Context: an optimization exercise on an open-source flow, tuned for small area and a short achievable clock period. The choices shown serve that exercise and are no tape-out recipe. The RTL was checked by simulation tests, not by an equivalence proof against the original design. Power and IR drop assume default switching activity.

## branch_predictor_gshare
module branch_predictor_gshare #(
  parameter int PC_WIDTH       = 32,
  parameter int INSTR_ALIGN    = 2,
  parameter int PHT_INDEX_BITS = 8,
  parameter int BHR_WIDTH      = 8,
  parameter int CTR_WIDTH      = 2,
  parameter int BTB_INDEX_BITS = 4,
  parameter int MODE           = 1,
  parameter int STAT_WIDTH     = 16
) (
  input  logic                  clk,
  input  logic                  reset_n,
  input  logic                  lookup_valid,
  input  logic [PC_WIDTH-1:0]   lookup_pc,
  output logic                  pred_taken,
  output logic [PC_WIDTH-1:0]   pred_target,
  output logic                  pred_btb_hit,
  output logic [BHR_WIDTH-1:0]  pred_bhr,
  input  logic                  upd_valid,
  input  logic [PC_WIDTH-1:0]   upd_pc,
  input  logic                  upd_taken,
  input  logic [PC_WIDTH-1:0]   upd_target,
  input  logic [BHR_WIDTH-1:0]  upd_bhr,
  input  logic                  upd_mispredict,
  output logic [STAT_WIDTH-1:0] stat_lookups,
  output logic [STAT_WIDTH-1:0] stat_mispredicts
);
Size in the first run: roughly 3900 cells after synthesis, ~180 I/O pins.
==> flow/config.mk <==
export PLATFORM = sky130hd
export DESIGN_NAME = branch_predictor_gshare
export DESIGN_NICKNAME = branch_predictor_gshare
export VERILOG_FILES = /design/flow/design.v
export SDC_FILE = /design/flow/constraint.sdc
export NUM_CORES = 4
export LEC_CHECK = 0
export CAP_MARGIN = 20
export CORE_MARGIN = 2
export CORE_UTILIZATION = 40
export CTS_BUF_LIST = sky130_fd_sc_hd__clkbuf_8
export CTS_CLUSTER_SIZE = 20
export SETUP_SLACK_MARGIN = 2.5
export SLEW_MARGIN = 20
==> flow/constraint.sdc <==
create_clock -name core_clock -period 7.0 [get_ports {clk}]
set_input_delay 1.4000 -clock core_clock [delete_from_list [all_inputs] [get_ports {clk}]]
set_output_delay 1.4000 -clock core_clock [all_outputs]
set_load 0.01 [all_outputs]
run.sh (not shown) runs the stock make flow with config.mk's settings and CLKGATE_MAP_FILE= SYNTH_SCRIPT=/design/flow/synth_recipe.tcl, a recipe that flattens the netlist after the stock synthesis.
The starting point completed without violations.
Then changed:
==> flow/flow/run.sh (new file) <==
#!/bin/bash
set -euo pipefail
export CTS_ARGS="-sink_clustering_enable -repair_clock_nets -dont_use_dummy_load -sink_clustering_size 25 -sink_clustering_max_diameter 60 -buf_list sky130_fd_sc_hd__clkbuf_16"
export BUFFER_PORTS_ARGS="-buffer_cell sky130_fd_sc_hd__buf_2"
bash standard.sh finish > flow_make.log 2>&1
==> flow/standard.sh (new file) <==
#!/bin/bash
# synth_recipe.tcl (not shown) runs the flow's synth.tcl, then flattens the netlist and writes it again
# the make line also repeats each setting of config.mk as NAME=value (left out here)
make -C /OpenROAD-flow-scripts/flow DESIGN_CONFIG=/design/flow/config.mk WORK_HOME=/design/flow/orfs CLKGATE_MAP_FILE= SYNTH_SCRIPT=/design/flow/synth_recipe.tcl "${@:-finish}"
CORE_UTILIZATION = 65   (was 40)
CTS_BUF_LIST = sky130_fd_sc_hd__clkbuf_16   (was sky130_fd_sc_hd__clkbuf_8)
CTS_CLUSTER_DIAMETER = 60   (was unset)
CTS_CLUSTER_SIZE = 25   (was 20)
PLACE_DENSITY = 0.75   (was unset)
TNS_END_PERCENT = 5   (was unset)
removed: flow/run.sh
Outcome: The changed run ran to the end with no violations. Worst setup slack gains 58 ps. Count of clock-buffer cells in the layout shrinks by 139. Power shrinks by 10%. Area after synthesis stays the same. Die area shrinks by 38%. Global-route usage grows by 14 points. Design area shrinks by 7.3%.
Then changed:
==> flow/run.sh (new file) <==
#!/bin/bash
# synth_recipe.tcl (not shown) runs the flow's synth.tcl, then flattens the netlist and writes it again
# the make line also repeats each setting of config.mk as NAME=value (left out here)
make -C /OpenROAD-flow-scripts/flow DESIGN_CONFIG=/design/flow/config.mk WORK_HOME=/design/flow/orfs CLKGATE_MAP_FILE= SYNTH_SCRIPT=/design/flow/synth_recipe.tcl finish
removed: flow/flow/run.sh
removed: flow/standard.sh
Outcome: Flip-flop and latch count stays the same; die area does not change; clock-buffer cell count climbs by 2; fmax climbs slightly; total power climbs by a little under a tenth; via count climbs slightly; routed wire length drops slightly; non-clock buffer count climbs by 83; final cell count climbs by a few percent; final area climbs by a few percent; clock power climbs by a quarter to a third.

---

## old
Another version of the RTL of branch_predictor_gshare (not shown whole).
Size in the first run: roughly 3900 cells after synthesis, about 1500 flip-flops, ~180 I/O pins.
export LEC_CHECK = 0
export CAP_MARGIN = 20
export CORE_MARGIN = 2
export CORE_UTILIZATION = 65
export CTS_BUF_LIST = sky130_fd_sc_hd__clkbuf_16
export CTS_CLUSTER_DIAMETER = 50
export CTS_CLUSTER_SIZE = 30
export PLACE_DENSITY = 0.75
export SETUP_SLACK_MARGIN = 2.5
export SLEW_MARGIN = 20
export TNS_END_PERCENT = 5
create_clock -name core_clock -period 7.0 [get_ports {clk}]
standard.sh (not shown) runs the stock make flow with config.mk's settings and CLKGATE_MAP_FILE= SYNTH_SCRIPT=/design/flow/synth_recipe.tcl, a recipe that flattens the netlist after the stock synthesis.
==> flow/flow/run.sh <==
#!/bin/bash
set -euo pipefail
export IO_CONSTRAINTS="$(pwd)/flow/io.tcl"
export CTS_ARGS="-sink_clustering_enable -repair_clock_nets -dont_use_dummy_load -sink_clustering_size 30 -sink_clustering_max_diameter 50 -buf_list sky130_fd_sc_hd__clkbuf_16"
export BUFFER_PORTS_ARGS="-buffer_cell sky130_fd_sc_hd__buf_2"
bash standard.sh finish > flow_make.log 2>&1
==> flow/flow/io.tcl <==
# Keep the combinational lookup path's ports together on one edge.
set lookup_pins {}
foreach p [get_ports {lookup_pc[*] pred_*}] {
  lappend lookup_pins [get_name $p]
}
set_io_pin_constraint -pin_names $lookup_pins -region left:*
old went all the way through synthesis, placement and routing and the layout is clean on timing, DRC and antenna.
## Diff of input files: new against old
- PLACE_DENSITY now 0.82, was 0.75
- CTS_CLUSTER_SIZE now 25, was 30
- CTS_CLUSTER_DIAMETER now 60, was 50
- CORE_UTILIZATION now 72, was 65
==> flow/flow/run.sh <==
#!/bin/bash
set -euo pipefail
export IO_CONSTRAINTS="$(pwd)/flow/io.tcl"
export CTS_ARGS="-sink_clustering_enable -repair_clock_nets -dont_use_dummy_load -sink_clustering_size 25 -sink_clustering_max_diameter 60 -buf_list sky130_fd_sc_hd__clkbuf_16"
export BUFFER_PORTS_ARGS="-buffer_cell sky130_fd_sc_hd__buf_2"
bash standard.sh finish > flow_make.log 2>&1
==> summary.txt <==
Combinational cell fraction of total power ends up higher on new. For the critical path depth, new came in 1 higher than old did. new: setup slack 0.43 ns above old. Diff old -> new | via count | increase of 2.7%. Diff old -> new | global routing usage on met3 | increase of 2.8 points. Looking at final critical path time including I/O delays and setup, new sits 0.43 ns below old. Share of the clock period used by the worst path on new is down relative to old. old → new: proportion of cell area spent on the clock network saw a decrease; sequential cell fraction of total power moved up; wire length of the first global-routing pass grew by about 2.7%; power density normalized to cell area went down by 5.4%.

---

The RTL this note starts from:
==> flow/design.v <==
module branch_predictor_gshare #(
  parameter int PC_WIDTH       = 32,
  parameter int INSTR_ALIGN    = 2,
  parameter int PHT_INDEX_BITS = 8,
  parameter int BHR_WIDTH      = 8,
  parameter int CTR_WIDTH      = 2,
  parameter int BTB_INDEX_BITS = 4,
  parameter int MODE           = 1,
  parameter int STAT_WIDTH     = 16
) (
  input  logic                  clk,
  input  logic                  reset_n,
  input  logic                  lookup_valid,
  input  logic [PC_WIDTH-1:0]   lookup_pc,
  output logic                  pred_taken,
  output logic [PC_WIDTH-1:0]   pred_target,
  output logic                  pred_btb_hit,
  output logic [BHR_WIDTH-1:0]  pred_bhr,
  input  logic                  upd_valid,
  input  logic [PC_WIDTH-1:0]   upd_pc,
  input  logic                  upd_taken,
  input  logic [PC_WIDTH-1:0]   upd_target,
  input  logic [BHR_WIDTH-1:0]  upd_bhr,
  input  logic                  upd_mispredict,
  output logic [STAT_WIDTH-1:0] stat_lookups,
  output logic [STAT_WIDTH-1:0] stat_mispredicts
);
  localparam int PHT_DEPTH = 1 << PHT_INDEX_BITS;
  localparam int BTB_DEPTH = 1 << BTB_INDEX_BITS;
  localparam int TAG_WIDTH = PC_WIDTH - INSTR_ALIGN - BTB_INDEX_BITS;
  localparam logic [CTR_WIDTH-1:0] CTR_INIT = CTR_WIDTH'((1 << (CTR_WIDTH - 1)) - 1);
  localparam logic [PC_WIDTH-1:0]  PC_STEP  = PC_WIDTH'(1) << INSTR_ALIGN;
  function automatic logic [PHT_INDEX_BITS-1:0] pht_index(
    input logic [PC_WIDTH-1:0]  pc,
    input logic [BHR_WIDTH-1:0] hist
  );
    logic [PHT_INDEX_BITS-1:0] hist_ext;
    hist_ext = '0;
    hist_ext[BHR_WIDTH-1:0] = hist;
    if (MODE == 0) pht_index = pc[INSTR_ALIGN +: PHT_INDEX_BITS];
    else           pht_index = pc[INSTR_ALIGN +: PHT_INDEX_BITS] ^ hist_ext;
  endfunction
  logic [PHT_DEPTH*CTR_WIDTH-1:0] pht_q;
  logic                           pht_clr_q;
  logic                           wb_v_q;
  logic [PHT_INDEX_BITS-1:0]      wb_idx_q;
  logic                           wb_t_q;
  logic [BTB_DEPTH-1:0]           btb_valid_q;
  logic [TAG_WIDTH-1:0]           btb_tag_q    [BTB_DEPTH];
  logic [PC_WIDTH-1:0]            btb_target_q [BTB_DEPTH];
  logic [BHR_WIDTH-1:0]           bhr_q;
  localparam int PHT_LO_BITS = PHT_INDEX_BITS / 2;
  localparam int PHT_HI_BITS = PHT_INDEX_BITS - PHT_LO_BITS;
  localparam int PHT_COLS    = 1 << PHT_LO_BITS;
  localparam int PHT_ROWS    = 1 << PHT_HI_BITS;
  logic [PHT_COLS-1:0] wr_col;
  logic [PHT_ROWS-1:0] wr_row;
  always_comb begin
    for (int c = 0; c < PHT_COLS; c++)
      wr_col[c] = pht_clr_q || (wb_idx_q[PHT_LO_BITS-1:0] == PHT_LO_BITS'(c));
    for (int r = 0; r < PHT_ROWS; r++)
      wr_row[r] = pht_clr_q || (wb_v_q && wb_idx_q[PHT_INDEX_BITS-1:PHT_LO_BITS] == PHT_HI_BITS'(r));
  end
  logic [CTR_WIDTH-1:0] wb_cur, wb_new;
  always_comb begin
    wb_cur = '0;
    for (int r = 0; r < PHT_ROWS; r++) begin
      logic [CTR_WIDTH-1:0] row_rd;
      row_rd = '0;
      for (int c = 0; c < PHT_COLS; c++)
        row_rd |= {CTR_WIDTH{wr_col[c]}} & pht_q[(r*PHT_COLS+c)*CTR_WIDTH +: CTR_WIDTH];
      wb_cur |= {CTR_WIDTH{wr_row[r]}} & row_rd;
    end
    if (wb_t_q) wb_new = (wb_cur == '1) ? wb_cur : wb_cur + CTR_WIDTH'(1);
    else        wb_new = (wb_cur == '0) ? wb_cur : wb_cur - CTR_WIDTH'(1);
  end
  always_ff @(posedge clk or negedge reset_n) begin
    if (!reset_n) pht_clr_q <= 1'b1;
    else          pht_clr_q <= 1'b0;
  end
  always_ff @(posedge clk or negedge reset_n) begin
    if (!reset_n) wb_v_q <= 1'b0;
    else          wb_v_q <= upd_valid;
  end
  always_ff @(posedge clk) begin
    wb_idx_q <= pht_index(upd_pc, upd_bhr);
    wb_t_q   <= upd_taken;
  end
  logic [CTR_WIDTH-1:0] wr_data;
  assign wr_data = pht_clr_q ? CTR_INIT : wb_new;
  for (genvar k = 0; k < PHT_DEPTH; k++) begin : g_pht
    always_ff @(posedge clk) begin
      if (wr_row[k / PHT_COLS] && wr_col[k % PHT_COLS])
        pht_q[k*CTR_WIDTH +: CTR_WIDTH] <= wr_data;
    end
  end
  logic [PHT_INDEX_BITS-1:0] lk_pht_idx;
  logic [PHT_COLS-1:0]       lk_col;
  logic [PHT_ROWS-1:0]       lk_row;
  logic [BTB_DEPTH-1:0]      lk_sel;
  logic [TAG_WIDTH-1:0]      lk_tag;
  localparam int BTB_LO_BITS = BTB_INDEX_BITS / 2;
  localparam int BTB_GSIZE   = 1 << BTB_LO_BITS;
  localparam int BTB_GROUPS  = BTB_DEPTH / BTB_GSIZE;
  logic [BTB_GSIZE-1:0]      lk_lo;
  logic [BTB_GROUPS-1:0]     lk_hi;
  logic [PC_WIDTH-1:0]       lk_tgt_rd;
  logic                      lk_hit;
  logic                      lk_byp;
  logic                      lk_dir;
  always_comb begin
    lk_pht_idx = pht_index(lookup_pc, bhr_q);
    lk_tag     = lookup_pc[PC_WIDTH-1 -: TAG_WIDTH];
    for (int c = 0; c < PHT_COLS; c++) lk_col[c] = lk_pht_idx[PHT_LO_BITS-1:0] == PHT_LO_BITS'(c);
    for (int r = 0; r < PHT_ROWS; r++) lk_row[r] = lk_pht_idx[PHT_INDEX_BITS-1:PHT_LO_BITS] == PHT_HI_BITS'(r);
    for (int i = 0; i < BTB_DEPTH; i++) lk_sel[i] = lookup_pc[INSTR_ALIGN +: BTB_INDEX_BITS] == BTB_INDEX_BITS'(i);
    for (int j = 0; j < BTB_GSIZE; j++) lk_lo[j] = lookup_pc[INSTR_ALIGN +: BTB_LO_BITS] == BTB_LO_BITS'(j);
    for (int g = 0; g < BTB_GROUPS; g++) lk_hi[g] = lookup_pc[INSTR_ALIGN+BTB_LO_BITS +: BTB_INDEX_BITS-BTB_LO_BITS] == (BTB_INDEX_BITS-BTB_LO_BITS)'(g);
    lk_byp = wb_v_q && (lookup_pc[INSTR_ALIGN +: PHT_INDEX_BITS] == pht_index(
               {{(PC_WIDTH-INSTR_ALIGN-PHT_INDEX_BITS){1'b0}}, wb_idx_q, {INSTR_ALIGN{1'b0}}},
               bhr_q));
    lk_dir = lk_byp & wb_new[CTR_WIDTH-1];
    for (int r = 0; r < PHT_ROWS; r++) begin
      logic row_rd;
      row_rd = 1'b0;
      for (int c = 0; c < PHT_COLS; c++)
        row_rd |= lk_col[c] & pht_q[(r*PHT_COLS+c)*CTR_WIDTH + CTR_WIDTH-1];
      lk_dir |= lk_row[r] & !lk_byp & row_rd;
    end
    lk_tgt_rd = '0;
    for (int i = 0; i < BTB_DEPTH; i++)
      lk_tgt_rd |= {PC_WIDTH{lk_sel[i]}} & btb_target_q[i];
    lk_hit = 1'b0;
    for (int g = 0; g < BTB_GROUPS; g++) begin
      logic [TAG_WIDTH-1:0] grp_tag;
      logic                 grp_vld;
      grp_tag = '0;
      grp_vld = 1'b0;
      for (int j = 0; j < BTB_GSIZE; j++) begin
        grp_tag |= {TAG_WIDTH{lk_lo[j]}} & btb_tag_q[g*BTB_GSIZE+j];
        grp_vld |= lk_lo[j] & btb_valid_q[g*BTB_GSIZE+j];
      end
      lk_hit |= lk_hi[g] & grp_vld & (grp_tag == lk_tag);
    end
    pred_btb_hit = lk_hit;
    pred_taken   = pred_btb_hit && lk_dir;
    pred_target  = pred_taken ? lk_tgt_rd : lookup_pc + PC_STEP;
    pred_bhr     = bhr_q;
  end
  logic [BTB_INDEX_BITS-1:0] up_btb_idx;
  logic [TAG_WIDTH-1:0]      up_tag;
  assign up_btb_idx = upd_pc[INSTR_ALIGN +: BTB_INDEX_BITS];
  assign up_tag     = upd_pc[PC_WIDTH-1 -: TAG_WIDTH];
  always_ff @(posedge clk or negedge reset_n) begin
    if (!reset_n) begin
      btb_valid_q <= '0;
      bhr_q       <= '0;
    end else if (upd_valid) begin
      if (upd_taken) btb_valid_q[up_btb_idx] <= 1'b1;
      bhr_q <= {bhr_q[BHR_WIDTH-2:0], upd_taken};
    end
  end
  always_ff @(posedge clk) begin
    if (upd_valid && upd_taken) begin
      btb_tag_q[up_btb_idx]    <= up_tag;
      btb_target_q[up_btb_idx] <= upd_target;
    end
  end
  always_ff @(posedge clk or negedge reset_n) begin
    if (!reset_n) begin
      stat_lookups     <= '0;
      stat_mispredicts <= '0;
    end else begin
      if (lookup_valid && (stat_lookups != '1))
        stat_lookups <= stat_lookups + STAT_WIDTH'(1);
      if (upd_valid && upd_mispredict && (stat_mispredicts != '1))
        stat_mispredicts <= stat_mispredicts + STAT_WIDTH'(1);
    end
  end
endmodule
clock: 7.0 ns
lec_check: 0
cap_margin: 20
core_margin: 2
core_utilization: 65
cts_buf_list: sky130_fd_sc_hd__clkbuf_16
cts_cluster_diameter: 60
cts_cluster_size: 25
place_density: 0.75
setup_slack_margin: 4.0
slew_margin: 20
tns_end_percent: 5
==> flow/flow/run.sh <==
#!/bin/bash
set -euo pipefail
export IO_CONSTRAINTS="$(pwd)/flow/io.tcl"
export CTS_ARGS="-sink_clustering_enable -repair_clock_nets -dont_use_dummy_load -sink_clustering_size 25 -sink_clustering_max_diameter 60 -buf_list sky130_fd_sc_hd__clkbuf_16"
export BUFFER_PORTS_ARGS="-buffer_cell sky130_fd_sc_hd__buf_2"
bash standard.sh finish > flow_make.log 2>&1
Scripts as last shown in full above: flow/flow/io.tcl
Change:
Settings changed: SETUP_SLACK_MARGIN 4.0 to 2.5.
Result:
- The new run completed with no timing, DRC or antenna violations
- global-route usage fell by 0.27 points
- fmax hardly moves
- cell area drops by 0.81%
- worst setup slack gets better by 0.010 ns
Change:
==> flow/flow/run.sh (replaced) <==
#!/bin/bash
set -euo pipefail
export IO_CONSTRAINTS="$(pwd)/flow/io.tcl"
export CTS_ARGS="-sink_clustering_enable -repair_clock_nets -dont_use_dummy_load -sink_clustering_size 25 -sink_clustering_max_diameter 80 -buf_list sky130_fd_sc_hd__clkbuf_16"
export BUFFER_PORTS_ARGS="-buffer_cell sky130_fd_sc_hd__buf_2"
bash standard.sh finish > flow_make.log 2>&1
Settings changed: CTS_CLUSTER_DIAMETER 60 to 80.
=> Utilization decreases by 0.88 points; total power falls by 4.0%; setup slack degrades by 0.0079 ns; synthesized area does not change; maximum frequency stays flat.

==> re-timing with driven ports <==
Ports are ideal in the flow. The routed layouts listed here were re-timed in OpenROAD.
Step 1 (the two cells are an assumption about what drives the block):
set clk [get_ports {clk}]
set_driving_cell -lib_cell sky130_fd_sc_hd__clkbuf_16 $clk
set_driving_cell -lib_cell sky130_fd_sc_hd__buf_2 [delete_from_list [all_inputs] $clk]
Step 2 moves the port delays by t, midway between the first and last clock arrival at a register: inputs arrive t later, outputs are due t later. That takes back most of the time a late clock gives input paths.
Three values: ideal ports, drivers, drivers and shift; two values: the first two.
run	t, ns	slack for setup (ns)	hold WS [ns]
the first run of note 1	1.057	0.376 / 0.306 / 0.339	0.460 / 0.460 / 0.460
the second run of note 1	0.773	0.434 / 0.384 / 0.384	0.458 / 0.458 / 0.458
the third run of note 1	0.805	0.466 / 0.418 / 0.424	0.467 / 0.467 / 0.467
old	0.814	0.026 / -0.052 / 0.495	0.455 / 0.455 / 0.455
new	0.746	0.457 / 0.397 / 0.397	0.466 / 0.466 / 0.466
the first run of note 3	0.750	0.617 / 0.537 / 0.564	0.464 / 0.464 / 0.464
the second run of note 3	0.748	0.627 / 0.528 / 0.528	0.463 / 0.463 / 0.463
the third run of note 3	0.721	0.619 / 0.546 / 0.564	0.465 / 0.465 / 0.465
After both steps every run listed still meets setup and hold. For the second run of note 3, which loses most, drivers alone change the setup slack by -0.099 ns; drivers and shift together by -0.099 ns.
